What follows belongs to an exercise in optimizing a design on an open flow for small area, a short achievable clock period and few clock cycles per item; a production flow would make more cautious choices. The RTL was checked by simulation tests, not by an equivalence proof against the original design. Power figures rest on the tool's default switching activity, not on a simulated workload.

job 101:
Design pimt_vec_mul, start of the top module:
module pimt_vec_mul (
    input  logic           clk,
    input  logic           rst_n,
    input  logic           alphamulk_vld,
    output logic           alphamulk_rdy,
    input  logic [127:0]   alpha_mul_k,
    input  logic [127:0]   pi_m_i,
    output logic [127:0]   pimt_result,
    output logic [3:0]     pimt_sat,
    output logic           pimt_result_vld,
    input  logic           pimt_result_rdy,
    output logic [15:0]    sat_cnt
);
clock: 11.0 ns
lec_check: 0
abc_clock_period_in_ps: 4000
cap_margin: 20
core_margin: 2
core_utilization: 55
place_density: 0.65
slew_margin: 20
standard.sh (not shown) runs the stock make flow with config.mk's settings and CLKGATE_MAP_FILE= SYNTH_SCRIPT=/design/flow/synth_recipe.tcl, a recipe that flattens the netlist after the stock synthesis.
==> flow/flow/run.sh <==
#!/bin/bash
# Standard layout with two changes:
#  1. after the standard synthesis, flow/polarity.py removes the inverters
#     that Yosys leaves between full-adder cells (a full adder is self-dual,
#     so an adder can work on complemented signals instead); registers, ports
#     and all other cells are untouched;
#  2. the resizer's setup repair aims below the clock period
#     (SETUP_SLACK_MARGIN), so that the achieved period shrinks;
#  3. every port is still buffered, with a plain buf_2 as the port buffer
#     (BUFFER_PORTS_ARGS) instead of the delay cells buffer_ports picks.
# Each tool's output goes to a log file in this folder (ORFS's own per-step
# logs are under orfs/logs).
set -euo pipefail
WH=$(grep -o 'WORK_HOME=[^ ]*' standard.sh | head -1 | cut -d= -f2)
R=$WH/results/sky130hd/pimt_vec_mul/base
bash standard.sh "$R/1_2_yosys.v" > synth.log 2>&1
cp "$R/1_2_yosys.v" 1_2_yosys.orig.v
python3 flow/polarity.py 1_2_yosys.orig.v "$R/1_2_yosys.v" > polarity.log 2>&1
bash standard.sh SETUP_SLACK_MARGIN=${MARGIN:-7.2} \
    "BUFFER_PORTS_ARGS=-buffer_cell sky130_fd_sc_hd__buf_2" finish > standard_flow.log 2>&1
Other scripts of this flow, unchanged in this note and not shown: flow/flow/polarity.py
Testbench counts of job 101, summed over its fixed seeds: cycles 8,016, items 8,000.
Input-level comparison between job 102 and job 101:
--- a/flow/flow/run.sh
+++ b/flow/flow/run.sh
@@ -1,4 +1,4 @@
 #!/bin/bash
-# Standard layout with two changes:
+# Standard layout with three changes:
 #  1. after the standard synthesis, flow/polarity.py removes the inverters
 #     that Yosys leaves between full-adder cells (a full adder is self-dual,
@@ -17,4 +17,4 @@
 cp "$R/1_2_yosys.v" 1_2_yosys.orig.v
 python3 flow/polarity.py 1_2_yosys.orig.v "$R/1_2_yosys.v" > polarity.log 2>&1
-bash standard.sh SETUP_SLACK_MARGIN=${MARGIN:-7.2} \
+bash standard.sh SETUP_SLACK_MARGIN=${MARGIN:-6.8} \
     "BUFFER_PORTS_ARGS=-buffer_cell sky130_fd_sc_hd__buf_2" finish > standard_flow.log 2>&1
==> comparison <==
Between job 101 and job 102, worst hold slack is higher for job 102, job 101 comes in under that.
Summary of job 102 over job 101: maximum number of pins on one net before global-route repair fell by 11%, met2 routed wirelength fell by 1.3%, core utilization fell by 2.7 points, highest ir drop seen on vdd fell by about 24%.
Fmax in job 102 vs job 101: down 0.010 GHz
The higher internal cell power came out of job 101.
When the final numbers for job 101 and job 102 were put side by side, the count of cells along the worst hold path turned out to be smaller in job 101.
Here is what was changed in the inputs of job 103 compared with job 102.
# job 102
export LEC_CHECK = 0
export ABC_CLOCK_PERIOD_IN_PS = 4000
export CAP_MARGIN = 20
export CORE_MARGIN = 2
export CORE_UTILIZATION = 55
export PLACE_DENSITY = 0.65
export SLEW_MARGIN = 20
create_clock -name core_clock -period 11.0 [get_ports {clk}]
# job 103
export LEC_CHECK = 0
export ABC_CLOCK_PERIOD_IN_PS = 4000
export CAP_MARGIN = 20
export CORE_MARGIN = 2
export CORE_UTILIZATION = 62
export PLACE_DENSITY = 0.72
export SLEW_MARGIN = 20
create_clock -name core_clock -period 11.0 [get_ports {clk}]
--- a/flow/flow/run.sh
+++ b/flow/flow/run.sh
@@ -17,4 +17,4 @@
 cp "$R/1_2_yosys.v" 1_2_yosys.orig.v
 python3 flow/polarity.py 1_2_yosys.orig.v "$R/1_2_yosys.v" > polarity.log 2>&1
-bash standard.sh SETUP_SLACK_MARGIN=${MARGIN:-6.8} \
+bash standard.sh SETUP_SLACK_MARGIN=${MARGIN:-7.2} \
     "BUFFER_PORTS_ARGS=-buffer_cell sky130_fd_sc_hd__buf_2" finish > standard_flow.log 2>&1
[summary]
- Between job 103 and job 102, it is job 103 whose global-route met3 utilization is higher, by 4.4 points.
- Job 102 → job 103: portion of the clock cycle consumed by the worst path in the final layout fell 2.4 points, net switching power of the design went up by 4.3%, total routed wirelength went up 22,000 um.
- Number of antenna violations at the first check in global routing ended up 11 higher on job 103 than on job 102.
- As of job 103, final instance count without filler cells had fallen slightly compared to job 102.

[port drivers added, routing unchanged]
No port has a modelled driver above. Below, the same layouts with a new extraction and two added sets of constraints. Step 1, drivers: a clkbuf_16 drives clk and a buf_2 each remaining input, both assumed. Step 2 moves the port delays by t, midway between the first and last clock arrival at a register: inputs arrive t later, outputs are due t later. That takes back most of the time a late clock gives input paths. a / b / c = no drivers / after step 1 / after step 2; a / b = the first two.
run | t, ns | slack for setup (ns) | latest minus earliest clock arrival (ns)
job 101 | 1.024 | 6.951 / 6.951 / 6.342 | 0.065 / 0.065
job 102 | 0.988 | 6.780 / 6.780 / 6.239 | 0.110 / 0.109
job 103 | 0.989 | 7.047 / 7.047 / 6.375 | 0.066 / 0.066
After both steps every run listed still meets setup and hold. The setup slack of job 103, which loses most, moves by 0.000 ns with the drivers and by -0.672 ns with both steps.
